This design comes from an exercise in tuning for small area, a short achievable clock period and few clock cycles on the open sky130 flow, not from production work.
In this exercise RTL edits were held to simulation tests only and were not proved equivalent to the original.
The flow treats the clock pin as an ideal source. Dropping or thinning the clock tree relies on that and would not hold on a real chip.

==> module ced_top, before the edit <==
module ced_top
#(
  parameter int IMG_SIZE = 128
) (
  input  logic        clk,
  input  logic        rst,
  input  logic        enable,
  output logic        ird,
  output logic [13:0] iaddr,
  input  logic [7:0]  idata,
  output logic        grad_wr,
  output logic [39:0] grad_out,
  output logic        done
);
  localparam int K    = 9;             
  localparam int JW   = $clog2(K);     
  localparam int KO   = K - 2;         
  localparam int OUTS = IMG_SIZE - 2;  
  localparam int DL   = 2 * K + 1;     
  localparam logic [13:0] OADDR_INIT = 14'(-(2 * OUTS + 1));
  logic        started;   
  logic        run;       
  logic [JW-1:0] jr;      
  logic [6:0]  rowr;      
  logic [6:0]  colr;      
  logic        v1, v2;    
  logic [13:0] oaddr;     
  logic last_j, last_read;
  assign last_j    = (jr == JW'(K - 1));
  assign last_read = last_j && (colr == 7'd127) && (rowr == 7'd127);
  assign ird   = run;
  assign iaddr = {rowr, colr};
  always_ff @(posedge clk or posedge rst) begin
    if (rst) begin
      started <= 1'b0;
      run     <= 1'b0;
      v1      <= 1'b0;
      v2      <= 1'b0;
      grad_wr <= 1'b0;
      done    <= 1'b0;
    end else begin
      if (enable && !started) begin
        started <= 1'b1;
        run     <= 1'b1;
      end else if (last_read) begin
        run     <= 1'b0;
      end
      v1      <= run && (jr >= JW'(2)) && (colr >= 7'd2);
      v2      <= v1;
      grad_wr <= v2;
      if (started && !run && !v1 && !v2) done <= 1'b1;
    end
  end
  always_ff @(posedge clk) begin
    if (!started) begin
      jr   <= '0;
      rowr <= '0;
      colr <= '0;
    end else begin
      if (last_j) begin
        jr   <= '0;
        colr <= colr + 7'd1;
        if (colr == 7'd127) rowr <= rowr - 7'd1;
        else                rowr <= rowr - 7'(K - 1);
      end else begin
        jr   <= jr + JW'(1);
        rowr <= rowr + 7'd1;
      end
    end
  end
  always_ff @(posedge clk) begin
    if (!started) begin
      oaddr <= OADDR_INIT;
    end else if (jr == JW'(2)) begin
      if (colr == 7'd0) oaddr <= oaddr - 14'(OUTS + 127);
      else              oaddr <= oaddr - 14'((K - 1) * OUTS - 1);
    end else begin
      oaddr <= oaddr + 14'(OUTS);
    end
  end
  logic [7:0] px [DL];
  always_ff @(posedge clk) begin
    px[0] <= idata;
    for (int i = 1; i < DL; i++) px[i] <= px[i-1];
  end
  logic signed [8:0]  d;
  logic signed [8:0]  s2;
  logic signed [10:0] s1;
  logic signed [10:0] gx;
  logic [9:0]         h, h1, h2;
  logic signed [10:0] gy;
  assign d  = {1'b0, px[0]} - {1'b0, px[2*K]};
  assign gx = {{2{d[8]}}, d} + s1;
  assign h  = {2'b0, px[0]} + {2'b0, px[2*K]} + {1'b0, px[K], 1'b0};
  assign gy = {1'b0, h} - {1'b0, h2};
  always_ff @(posedge clk) begin
    s2 <= d;
    s1 <= {d[8], d, 1'b0} + {{2{s2[8]}}, s2};
    h1 <= h;
    h2 <= h1;
  end
  logic [10:0] mag;
  logic        a45, a90, a135;
  gradient_result u_gradient_result (
    .gx   (gx),
    .gy   (gy),
    .mag  (mag),
    .a45  (a45),
    .a90  (a90),
    .a135 (a135)
  );
  logic [10:0] mag_q;
  logic        a45_q, a90_q, a135_q;
  always_ff @(posedge clk) begin
    mag_q  <= mag;
    a45_q  <= a45;
    a135_q <= a135;
    a90_q  <= a90;
  end
  logic [7:0] ang;
  assign ang = {a135_q, a90_q, a45_q, a90_q, a45_q | a90_q,
                a45_q | a135_q, a90_q | a135_q, a45_q | a135_q};
  assign grad_out = {2'b0, mag_q, 5'b0, ang, oaddr};
endmodule
Settings: LEC_CHECK=0, CAP_MARGIN=20, CORE_MARGIN=2, CORE_UTILIZATION=40, CTS_CLUSTER_DIAMETER=60, CTS_CLUSTER_SIZE=25, PLACE_DENSITY=0.6, SLEW_MARGIN=20; clock period 70.0 ns.
standard.sh (not shown) runs the stock make flow with config.mk's settings and CLKGATE_MAP_FILE= SYNTH_SCRIPT=/design/flow/synth_recipe.tcl, a recipe that flattens the netlist after the stock synthesis.
==> flow/flow/run.sh <==
#!/bin/bash
# The standard layout, except that the port buffers are buf_2 cells
# rather than the default pick (a slow clkdlybuf4s50_1).
set -euo pipefail
export BUFFER_PORTS_ARGS="-buffer_cell sky130_fd_sc_hd__buf_2"
bash standard.sh > standard.log 2>&1
Testbench counts at the start, summed over its fixed seeds: cycles 165,928.
Rerun with:
--- a/flow/design.v
+++ b/flow/design.v
@@ -200,23 +200,22 @@
   output logic        grad_wr,
   output logic [39:0] grad_out,
   output logic        done
 );
-  localparam int K    = 9;             
-  localparam int JW   = $clog2(K);     
+  localparam int K    = 8;             
   localparam int KO   = K - 2;         
   localparam int OUTS = IMG_SIZE - 2;  
   localparam int DL   = 2 * K + 1;     
   localparam logic [13:0] OADDR_INIT = 14'(-(2 * OUTS + 1));
   logic        started;   
   logic        run;       
-  logic [JW-1:0] jr;      
+  logic [2:0]  jr;        
   logic [6:0]  rowr;      
   logic [6:0]  colr;      
   logic        v1, v2;    
   logic [13:0] oaddr;     
   logic last_j, last_read;
-  assign last_j    = (jr == JW'(K - 1));
+  assign last_j    = (jr == 3'(K - 1));
   assign last_read = last_j && (colr == 7'd127) && (rowr == 7'd127);
   assign ird   = run;
   assign iaddr = {rowr, colr};
   always_ff @(posedge clk or posedge rst) begin
@@ -233,9 +232,9 @@
         run     <= 1'b1;
       end else if (last_read) begin
         run     <= 1'b0;
       end
-      v1      <= run && (jr >= JW'(2)) && (colr >= 7'd2);
+      v1      <= run && (jr >= 3'd2) && (colr >= 7'd2);
       v2      <= v1;
       grad_wr <= v2;
       if (started && !run && !v1 && !v2) done <= 1'b1;
     end
@@ -245,23 +244,22 @@
       jr   <= '0;
       rowr <= '0;
       colr <= '0;
     end else begin
+      jr <= jr + 3'd1;
       if (last_j) begin
-        jr   <= '0;
         colr <= colr + 7'd1;
         if (colr == 7'd127) rowr <= rowr - 7'd1;
         else                rowr <= rowr - 7'(K - 1);
       end else begin
-        jr   <= jr + JW'(1);
         rowr <= rowr + 7'd1;
       end
     end
   end
   always_ff @(posedge clk) begin
     if (!started) begin
       oaddr <= OADDR_INIT;
-    end else if (jr == JW'(2)) begin
+    end else if (jr == 3'd2) begin
       if (colr == 7'd0) oaddr <= oaddr - 14'(OUTS + 127);
       else              oaddr <= oaddr - 14'((K - 1) * OUTS - 1);
     end else begin
       oaddr <= oaddr + 14'(OUTS);
Outcome: The changed run passed the timing, design-rule and antenna checks; routed wire length drops by 6.0%; final area drops by 6.7%; critical path depth stays the same; setup slack gets better by 24 ps; clock-buffer cell count drops by 1; synthesized cell count drops by 6.1%.
Testbench counts after the change, summed over its fixed seeds: cycles 172,072.


v6:
ced_top, a different RTL version from the one above (not shown whole).
Size in the first run: ~720 cells after synthesis, roughly 68 I/O pins, roughly 0.0099 mm2 of cells after synthesis.
==> module ced_top, before the edit <==
module ced_top
#(
  parameter int IMG_SIZE = 128
) (
  input  logic        clk,
  input  logic        rst,
  input  logic        enable,
  output logic        ird,
  output logic [13:0] iaddr,
  input  logic [7:0]  idata,
  output logic        grad_wr,
  output logic [39:0] grad_out,
  output logic        done
);
  localparam int K    = 8;             
  localparam int KO   = K - 2;         
  localparam int OUTS = IMG_SIZE - 2;  
  localparam int DL   = 2 * K + 1;     
  function automatic logic [13:0] radd(input logic [13:0] a, input logic [13:0] b,
                                       input logic cin);
    logic [13:0] s;
    logic        c;
    integer      i;
    c = cin;
    for (i = 0; i < 14; i = i + 1) begin
      s[i] = a[i] ^ b[i] ^ c;
      c    = (a[i] & b[i]) | (a[i] & c) | (b[i] & c);
    end
    radd = s;
  endfunction
  localparam int          LAG        = 4;    
  localparam logic [13:0] OADDR_INIT = 14'(-((LAG - 1) * OUTS + 1));
  logic        started;   
  logic        run;       
  logic [2:0]  jr;        
  logic [6:0]  rowr;      
  logic [6:0]  colr;      
  logic        v1, v2, v3;   
  logic [13:0] oaddr;     
  logic last_j, last_read;
  assign last_j    = (jr == 3'(K - 1));
  assign last_read = last_j && (colr == 7'd127) && (rowr == 7'd127);
  assign ird   = run;
  assign iaddr = {rowr, colr};
  always_ff @(posedge clk or posedge rst) begin
    if (rst) begin
      started <= 1'b0;
      run     <= 1'b0;
      v1      <= 1'b0;
      v2      <= 1'b0;
      v3      <= 1'b0;
      grad_wr <= 1'b0;
      done    <= 1'b0;
    end else begin
      if (enable && !started) begin
        started <= 1'b1;
        run     <= 1'b1;
      end else if (last_read) begin
        run     <= 1'b0;
      end
      v1      <= run && (jr >= 3'd2) && (colr >= 7'd2);
      v2      <= v1;
      v3      <= v2;
      grad_wr <= v3;
      if (started && !run && !v1 && !v2 && !v3) done <= 1'b1;
    end
  end
  logic [6:0]  row_step;
  logic [13:0] oaddr_step;
  always_comb begin
    if (!last_j)              row_step = 7'd1;
    else if (colr == 7'd127)  row_step = 7'(-1);
    else                      row_step = 7'(-(K - 1));
  end
  always_ff @(posedge clk) begin
    if (!started) begin
      jr   <= '0;
      rowr <= '0;
      colr <= '0;
    end else begin
      jr   <= 3'(radd({11'b0, jr}, 14'd0, 1'b1));
      colr <= 7'(radd({7'b0, colr}, 14'd0, last_j));
      rowr <= 7'(radd({7'b0, rowr}, {7'b0, row_step}, 1'b0));
    end
  end
  always_comb begin
    if (jr != 3'(LAG - 1))   oaddr_step = 14'(OUTS);
    else if (colr == 7'd0)   oaddr_step = 14'(-(OUTS + 127));
    else                     oaddr_step = 14'(-((K - 1) * OUTS - 1));
  end
  always_ff @(posedge clk) begin
    if (!started) oaddr <= OADDR_INIT;
    else          oaddr <= radd(oaddr, oaddr_step, 1'b0);
  end
  logic [7:0] px [DL];
  always_ff @(posedge clk) begin
    px[0] <= idata;
    for (int i = 1; i < DL; i++) px[i] <= px[i-1];
  end
  logic signed [8:0]  d;
  logic signed [8:0]  d1;
  logic signed [9:0]  e, e1;
  logic signed [10:0] gx;
  logic [9:0]         h, h1, h2;
  logic signed [10:0] gy;
  logic [9:0] h0;
  assign d  = 9'(radd({6'b0, px[0]}, ~{6'b0, px[2*K]}, 1'b1));
  assign e  = 10'(radd({{5{d[8]}}, d}, {{5{d1[8]}}, d1}, 1'b0));
  assign gx = 11'(radd({{4{e[9]}}, e}, {{4{e1[9]}}, e1}, 1'b0));
  assign h0 = 10'(radd({6'b0, px[0]}, {6'b0, px[2*K]}, 1'b0));
  assign h  = 10'(radd({4'b0, h0}, {5'b0, px[K], 1'b0}, 1'b0));
  assign gy = 11'(radd({4'b0, h}, ~{4'b0, h2}, 1'b1));
  always_ff @(posedge clk) begin
    d1 <= d;
    e1 <= e;
    h1 <= h;
    h2 <= h1;
  end
  logic [9:0] ax, ay, ax_q, ay_q;
  logic       same_q;
  assign ax = 10'(radd({4'b0, gx[9:0] ^ {10{gx[10]}}}, 14'd0, gx[10]));
  assign ay = 10'(radd({4'b0, gy[9:0] ^ {10{gy[10]}}}, 14'd0, gy[10]));
  always_ff @(posedge clk) begin
    ax_q   <= ax;
    ay_q   <= ay;
    same_q <= (gx[10] == gy[10]);
  end
  logic [10:0] mag;
  logic        a45, a90, a135;
  gradient_result u_gradient_result (
    .ax        (ax_q),
    .ay        (ay_q),
    .same_sign (same_q),
    .mag       (mag),
    .a45       (a45),
    .a90       (a90),
    .a135      (a135)
  );
  logic [10:0] mag_q;
  logic        a45_q, a90_q, a135_q, a45_135_q, a90_135_q, a45_90_q;
  always_ff @(posedge clk) begin
    mag_q     <= mag;
    a45_q     <= a45;
    a135_q    <= a135;
    a90_q     <= a90;
    a45_135_q <= a45 | a135;
    a90_135_q <= a90 | a135;
    a45_90_q  <= a45 | a90;
  end
  logic [7:0] ang;
  assign ang = {a135_q, a90_q, a45_q, a90_q, a45_90_q,
                a45_135_q, a90_135_q, a45_135_q};
  assign grad_out = {2'b0, mag_q, 5'b0, ang, oaddr};
endmodule
clock: 70.0 ns
lec_check: 0
cap_margin: 20
core_margin: 2
core_utilization: 40
place_density: 0.6
slew_margin: 20
==> flow/flow/run.sh <==
#!/bin/bash
# The standard layout (standard.sh, unchanged scripts) with three changes:
# - the port buffers are buf_2 cells rather than the default pick (a slow
#   clkdlybuf4s50_1), which shortens the paths into and out of the ports;
# - clock tree synthesis uses clkbuf_8 cells in clusters of up to 20 sinks
#   and adds no dummy loads for balancing;
# - after clock tree synthesis, the tree's middle level of buffers is taken
#   out (flat_clock.tcl): the root buffer, now a clkbuf_16, drives every leaf
#   buffer itself. Every register still sees the same number of buffers.
# Each tool writes its whole output to a log file here.
set -euo pipefail
export BUFFER_PORTS_ARGS="-buffer_cell sky130_fd_sc_hd__buf_2"
export CTS_ARGS="-sink_clustering_enable -repair_clock_nets -sink_clustering_size 20 -sink_clustering_max_diameter 60 -dont_use_dummy_load -buf_list sky130_fd_sc_hd__clkbuf_8"
bash standard.sh cts > standard_cts.log 2>&1
RESULTS="$PWD/orfs/results/$FLOW_PLATFORM/ced_top/base" openroad -no_init -exit flow/flat_clock.tcl > flat_clock.log 2>&1
bash standard.sh > standard.log 2>&1
==> flow/flow/flat_clock.tcl <==
# Take the middle level out of the clock tree that CTS built: the leaf
# buffers are moved from the middle buffers' nets to the root buffer's net,
# and the root buffer is made a clkbuf_16.
set results $::env(RESULTS)
read_db $results/4_cts.odb
set block [ord::get_db_block]
set db [ord::get_db]
set root [$block findInst clkbuf_0_clk]
if {$root eq "NULL"} { error "no root clock buffer" }
set root_net [[$root findITerm X] getNet]
set mids {}
# a middle buffer is a clock buffer on the root's net that drives only
# other clock buffers
foreach it [$root_net getITerms] {
  set inst [$it getInst]
  if {$inst eq $root || ![string match "*clkbuf*" [[$inst getMaster] getName]]} { continue }
  set only_bufs 1
  foreach lt [[[$inst findITerm X] getNet] getITerms] {
    set l [$lt getInst]
    if {$l ne $inst && ![string match "*clkbuf*" [[$l getMaster] getName]]} { set only_bufs 0 }
  }
  if {$only_bufs} { lappend mids $inst }
}
puts "middle buffers: [llength $mids]"
foreach mid $mids {
  set out_net [[$mid findITerm X] getNet]
  set moved 0
  foreach it [$out_net getITerms] {
    if {[$it getInst] eq $mid} { continue }
    $it disconnect
    $it connect $root_net
    incr moved
  }
  puts "[$mid getName]: moved $moved loads"
  odb::dbInst_destroy $mid
  odb::dbNet_destroy $out_net
}
set m16 [$db findMaster sky130_fd_sc_hd__clkbuf_16]
$root swapMaster $m16
write_db $results/4_cts.odb
Testbench counts of v6, summed over its fixed seeds: cycles 172,080.
#### Input delta (v7 over v6)
--- a/flow/design.v
+++ b/flow/design.v
@@ -323,6 +323,6 @@
   end
   logic signed [8:0]  d;
-  logic signed [8:0]  d1;
-  logic signed [9:0]  e, e1;
+  logic signed [8:0]  s2;
+  logic signed [10:0] s1;
   logic signed [10:0] gx;
   logic [9:0]         h, h1, h2;
@@ -330,12 +330,11 @@
   logic [9:0] h0;
   assign d  = 9'(radd({6'b0, px[0]}, ~{6'b0, px[2*K]}, 1'b1));
-  assign e  = 10'(radd({{5{d[8]}}, d}, {{5{d1[8]}}, d1}, 1'b0));
-  assign gx = 11'(radd({{4{e[9]}}, e}, {{4{e1[9]}}, e1}, 1'b0));
+  assign gx = 11'(radd({{5{d[8]}}, d}, {{3{s1[10]}}, s1}, 1'b0));
   assign h0 = 10'(radd({6'b0, px[0]}, {6'b0, px[2*K]}, 1'b0));
   assign h  = 10'(radd({4'b0, h0}, {5'b0, px[K], 1'b0}, 1'b0));
   assign gy = 11'(radd({4'b0, h}, ~{4'b0, h2}, 1'b1));
   always_ff @(posedge clk) begin
-    d1 <= d;
-    e1 <= e;
+    s2 <= d;
+    s1 <= 11'(radd({{4{d[8]}}, d, 1'b0}, {{5{s2[8]}}, s2}, 1'b0));
     h1 <= h;
     h2 <= h1;
@@ -362,17 +361,14 @@
   );
   logic [10:0] mag_q;
-  logic        a45_q, a90_q, a135_q, a45_135_q, a90_135_q, a45_90_q;
+  logic        a45_q, a90_q, a135_q;
   always_ff @(posedge clk) begin
-    mag_q     <= mag;
-    a45_q     <= a45;
-    a135_q    <= a135;
-    a90_q     <= a90;
-    a45_135_q <= a45 | a135;
-    a90_135_q <= a90 | a135;
-    a45_90_q  <= a45 | a90;
+    mag_q  <= mag;
+    a45_q  <= a45;
+    a135_q <= a135;
+    a90_q  <= a90;
   end
   logic [7:0] ang;
-  assign ang = {a135_q, a90_q, a45_q, a90_q, a45_90_q,
-                a45_135_q, a90_135_q, a45_135_q};
+  assign ang = {a135_q, a90_q, a45_q, a90_q, a45_q | a90_q,
+                a45_q | a135_q, a90_q | a135_q, a45_q | a135_q};
   assign grad_out = {2'b0, mag_q, 5'b0, ang, oaddr};
 endmodule
### Flow results
v7 | stages: all done | timing, DRC, antenna: all pass
Row worst hold slack: v7 higher / v6 lower
Going from v6 to v7, non-clock buffer count grew slightly.
Compared with v6, v7 shows a higher critical path depth.
When the final numbers for v7 and v6 were put side by side, the fraction of the yosys area taken by sequential cells turned out to be greater in v6.
v7: number of fill cells is 20 lower than what v6 reported.
Total die area essentially unchanged between v7 and v6.
Compared with v6, number of unique standard cell types used by synthesis in v7 decreased by more than 10%.
Changes observed in v7 relative to v6: synthesized area closely matched the old numbers; area of placed instances +48 um2; part of the cycle the worst path needs has increased.
Testbench counts of v7, summed over its fixed seeds: cycles 172,080.

## static timing again, ports no longer ideal
Ports are ideal in the flow. The routed layouts listed here were re-timed in OpenROAD. Step 1: set_driving_cell puts a clkbuf_16 on clk and a buf_2 on each other input, an assumption about the parent block. Step 2, shift: input delay + t, output delay - t, t = (earliest + latest rising clock arrival at the registers) / 2. This alone moves slack from input paths to output paths. Three values: ideal, step 1, step 2; two values: the first two.
run	shift t [ns]	setup slack, ns	latest minus earliest clock arrival (ns)	cell pins on the clock port's net
the first run of note 1	0.572	54.730 / 54.681 / 55.252	0.028 / 0.027	1
the second run of note 1	0.564	54.753 / 54.702 / 55.266	0.049 / 0.050	1
v6	0.444	55.009 / 54.963 / 55.407	0.074 / 0.074	1
v7	0.454	54.837 / 54.793 / 55.247	0.059 / 0.059	1
After both steps setup and hold are still met in every run listed.
